This is an optimization exercise on Yosys and OpenROAD, whose aim is small area, a short achievable clock period and few clock cycles per item, not a production implementation. The RTL was checked by simulation tests, not by an equivalence proof against the original design.

==> flow/design.v (excerpt) <==
module mod_inv_bin #(
    parameter int WIDTH     = 128,
    parameter int MAX_STEPS = 4*WIDTH+4,
    parameter int CNT_W     = $clog2(MAX_STEPS+1)
) (
    input  logic             clk,
    input  logic             rst,
    input  logic [WIDTH-1:0] a,
    input  logic [WIDTH-1:0] p,
    input  logic             start,
    output logic             busy,
    output logic [WIDTH-1:0] inv,
    output logic             done,
    output logic             error,
    output logic [1:0]       err_code
);
    localparam int W  = WIDTH;
    localparam int XW = W + 1;       
    localparam int AW = W + 5;       
    function automatic logic [3:0] ntab(input logic [2:0] pl, input logic [3:0] d);
        case ({pl, d})
            7'd0: ntab = 4'd0;
            7'd1: ntab = 4'd15;
            7'd2: ntab = 4'd14;
            7'd3: ntab = 4'd13;
            7'd4: ntab = 4'd12;
            7'd5: ntab = 4'd11;
            7'd6: ntab = 4'd10;
            7'd7: ntab = 4'd9;
            7'd8: ntab = 4'd8;
            7'd9: ntab = 4'd7;
            7'd10: ntab = 4'd6;
            7'd11: ntab = 4'd5;
            7'd12: ntab = 4'd4;
            7'd13: ntab = 4'd3;
            7'd14: ntab = 4'd2;
            7'd15: ntab = 4'd1;
            7'd16: ntab = 4'd0;
            7'd17: ntab = 4'd5;
            7'd18: ntab = 4'd10;
  ...
For scale: about 10,000 cells after synthesis, roughly 670 flip-flops, ~79,000 µm² of cells after synthesis.
clock: 10.0 ns
lec_check: 0
cap_margin: 20
core_margin: 2
core_utilization: 30
place_density: 0.45
setup_slack_margin: 5.0
slew_margin: 20
tns_end_percent: 1
run.sh (not shown) runs the stock make flow with config.mk's settings and CLKGATE_MAP_FILE= SYNTH_SCRIPT=/design/flow/synth_recipe.tcl, a recipe that flattens the netlist after the stock synthesis.
Testbench counts at the start, summed over its fixed seeds: cycles 35,437, items 384.
Change:
--- a/flow/design.v
+++ b/flow/design.v
@@ -376,16 +376,18 @@
         ctl_q <= ctl_d;
     end
     logic err2, err1, err3, stop_ok, any_err;
     assign err2    = st_loop & first_q & (~u_q[0] | u_hi_zero);
     assign err1    = st_loop & first_q & ~(~u_q[0] | u_hi_zero)
                    & (v_zero | ~ge | (eq_raw & (u_q[0] == v_q[0])));
     assign err3    = st_loop & ~first_q & eq & ~u_one;
     assign stop_ok = st_loop & ~first_q & (u_one | v_one);
+    logic stop_now;
+    assign stop_now = stop_ok & u_one & ~x1s;
     assign any_err = err1 | err2 | err3;
     always_ff @(posedge clk) begin
         if (rst) begin
             st_idle    <= 1'b1;
             st_loop    <= 1'b0;
             st_final   <= 1'b0;
             st_fin     <= 1'b0;
             start_q    <= 1'b0;
@@ -394,22 +396,22 @@
             done_q     <= 1'b0;
             error_q    <= 1'b0;
             err_code_q <= 2'd0;
         end else begin
             start_q  <= start;
             first_q  <= accept;
             st_idle  <= (st_idle & ~accept) | st_fin;
             st_loop  <= accept | (st_loop & ~any_err & ~stop_ok);
-            st_final <= stop_ok;
-            st_fin   <= any_err | st_final;
+            st_final <= stop_ok & ~stop_now;
+            st_fin   <= any_err | st_final | stop_now;
             busy_q   <= accept | (busy_q & ~st_fin);
-            done_q   <= st_final;
+            done_q   <= st_final | stop_now;
             error_q  <= any_err;
-            if (any_err | st_final)
+            if (any_err | st_final | stop_now)
                 err_code_q <= err2 ? 2'd2 : err1 ? 2'd1 : err3 ? 2'd3 : 2'd0;
         end
     end
     logic loop_step, upd_u, upd_v;
     assign loop_step = st_loop & ~first_q & ~halt;
     assign upd_u     = loop_step & (ue | (both & ge));
     assign upd_v     = loop_step & (ve | (both & ~ge));
     always_ff @(posedge clk) begin
The new run produced a clean layout; design area went down by 2.0%; flip-flop and latch count does not change; area after synthesis went down by 3.0%; final cell count went down by 3.3%; via count went down by 5.8%; clock skew went down by 0.011 ns; worst setup slack improves by 0.11 ns; first-iteration DRC count went down by 10%; sequential share of layout area went up by 0.35 points.
Testbench counts after the change, summed over its fixed seeds: cycles 35,351, items 384.

* * *

Setup of v6:
RTL: one of the versions met above, not the one the previous note started from.
Size in the first run: about 9800 cells after synthesis, about 670 flip-flops, roughly 390 I/O pins, about 77000 sq um of cells after synthesis.
clock: 10.0 ns
lec_check: 0
cap_margin: 20
core_margin: 2
core_utilization: 30
place_density: 0.45
setup_slack_margin: 5.0
slew_margin: 20
tns_end_percent: 5
Testbench counts of v6, summed over its fixed seeds: cycles 35,351, items 384.
#### Input delta (v7 over v6)
diff --git a/flow/design.v b/flow/design.v
--- a/flow/design.v
+++ b/flow/design.v
@@ -372,50 +372,48 @@
     assign sel_d   = first_q ? sel_f : halt ? sel_h : (take_v ? sel_v : sel_u);
     assign ctl_d   = first_q ? ctl_f : halt ? ctl_h : (take_v ? ctl_v : ctl_u);
     always_ff @(posedge clk) begin
         sel_q <= sel_d;
         ctl_q <= ctl_d;
     end
     logic err2, err1, err3, stop_ok, any_err;
     assign err2    = st_loop & first_q & (~u_q[0] | u_hi_zero);
     assign err1    = st_loop & first_q & ~(~u_q[0] | u_hi_zero)
                    & (v_zero | ~ge | (eq_raw & (u_q[0] == v_q[0])));
     assign err3    = st_loop & ~first_q & eq & ~u_one;
     assign stop_ok = st_loop & ~first_q & (u_one | v_one);
-    logic stop_now;
-    assign stop_now = stop_ok & u_one & ~x1s;
     assign any_err = err1 | err2 | err3;
     always_ff @(posedge clk) begin
         if (rst) begin
             st_idle    <= 1'b1;
             st_loop    <= 1'b0;
             st_final   <= 1'b0;
             st_fin     <= 1'b0;
             start_q    <= 1'b0;
             first_q    <= 1'b0;
             busy_q     <= 1'b0;
             done_q     <= 1'b0;
             error_q    <= 1'b0;
             err_code_q <= 2'd0;
         end else begin
             start_q  <= start;
             first_q  <= accept;
             st_idle  <= (st_idle & ~accept) | st_fin;
             st_loop  <= accept | (st_loop & ~any_err & ~stop_ok);
-            st_final <= stop_ok & ~stop_now;
-            st_fin   <= any_err | st_final | stop_now;
+            st_final <= stop_ok;
+            st_fin   <= any_err | st_final;
             busy_q   <= accept | (busy_q & ~st_fin);
-            done_q   <= st_final | stop_now;
+            done_q   <= st_final;
             error_q  <= any_err;
-            if (any_err | st_final | stop_now)
+            if (any_err | st_final)
                 err_code_q <= err2 ? 2'd2 : err1 ? 2'd1 : err3 ? 2'd3 : 2'd0;
         end
     end
     logic loop_step, upd_u, upd_v;
     assign loop_step = st_loop & ~first_q & ~halt;
     assign upd_u     = loop_step & (ue | (both & ge));
     assign upd_v     = loop_step & (ve | (both & ~ge));
     always_ff @(posedge clk) begin
         if (st_idle) begin
             u_q  <= p;
             v_q  <= {1'b0, a};
             pr_q <= p;
Notes after the runs:
[compare] base=v6 new=v7: register-to-register slack -60 ps; combined area of all synthesized cells grew by about 3%; number of placed cells counting well taps went up 455; global-route wire length before repair increased about 10%.
Going from v6 to v7, cell count grows by 485.
Multi-input gate share of total cell area for v7 is higher than for v6.
v7 vs v6, number of instances in the synthesized netlist went up by about 3.3%.
Relative to v6, worst setup margin decreased by 60 ps in v7.
Compared with v6, placement density in the core of v7 is lower.
Routed wire length on met3: v7 higher than v6
Taking v7 over v6, the post-detailed-routing wire length ratio works out to 1.11.
Post-synthesis share of cell area spent on full adders, half adders and majority gates is lower on v7
Testbench counts of v7, summed over its fixed seeds: cycles 35,437, items 384.

==> what the ideal ports hide <==
Ports are ideal in the flow. The routed layouts listed here were re-timed in OpenROAD.
Step 1 (the two cells are an assumption about what drives the block):
set clk [get_ports {clk}]
set_driving_cell -lib_cell sky130_fd_sc_hd__clkbuf_16 $clk
set_driving_cell -lib_cell sky130_fd_sc_hd__buf_2 [delete_from_list [all_inputs] $clk]
Step 2 times the ports against the registers' clock, not the clock port: input delays grow and output delays shrink by t, the midpoint of the rising clock arrivals with the driver on.
Three values: ideal, step 1, step 2; two values: the first two.
run	shift t [ns]	slack for setup (ns)	worst register clock-pin slew, ns
the first run of note 1	0.867	3.638 / 3.638 / 3.638	0.07 / 0.07
the second run of note 1	0.839	3.746 / 3.746 / 3.746	0.07 / 0.07
v6	0.837	3.747 / 3.747 / 3.747	0.07 / 0.07
v7	0.861	3.687 / 3.687 / 3.687	0.07 / 0.07
After both steps every run listed still meets setup and hold.
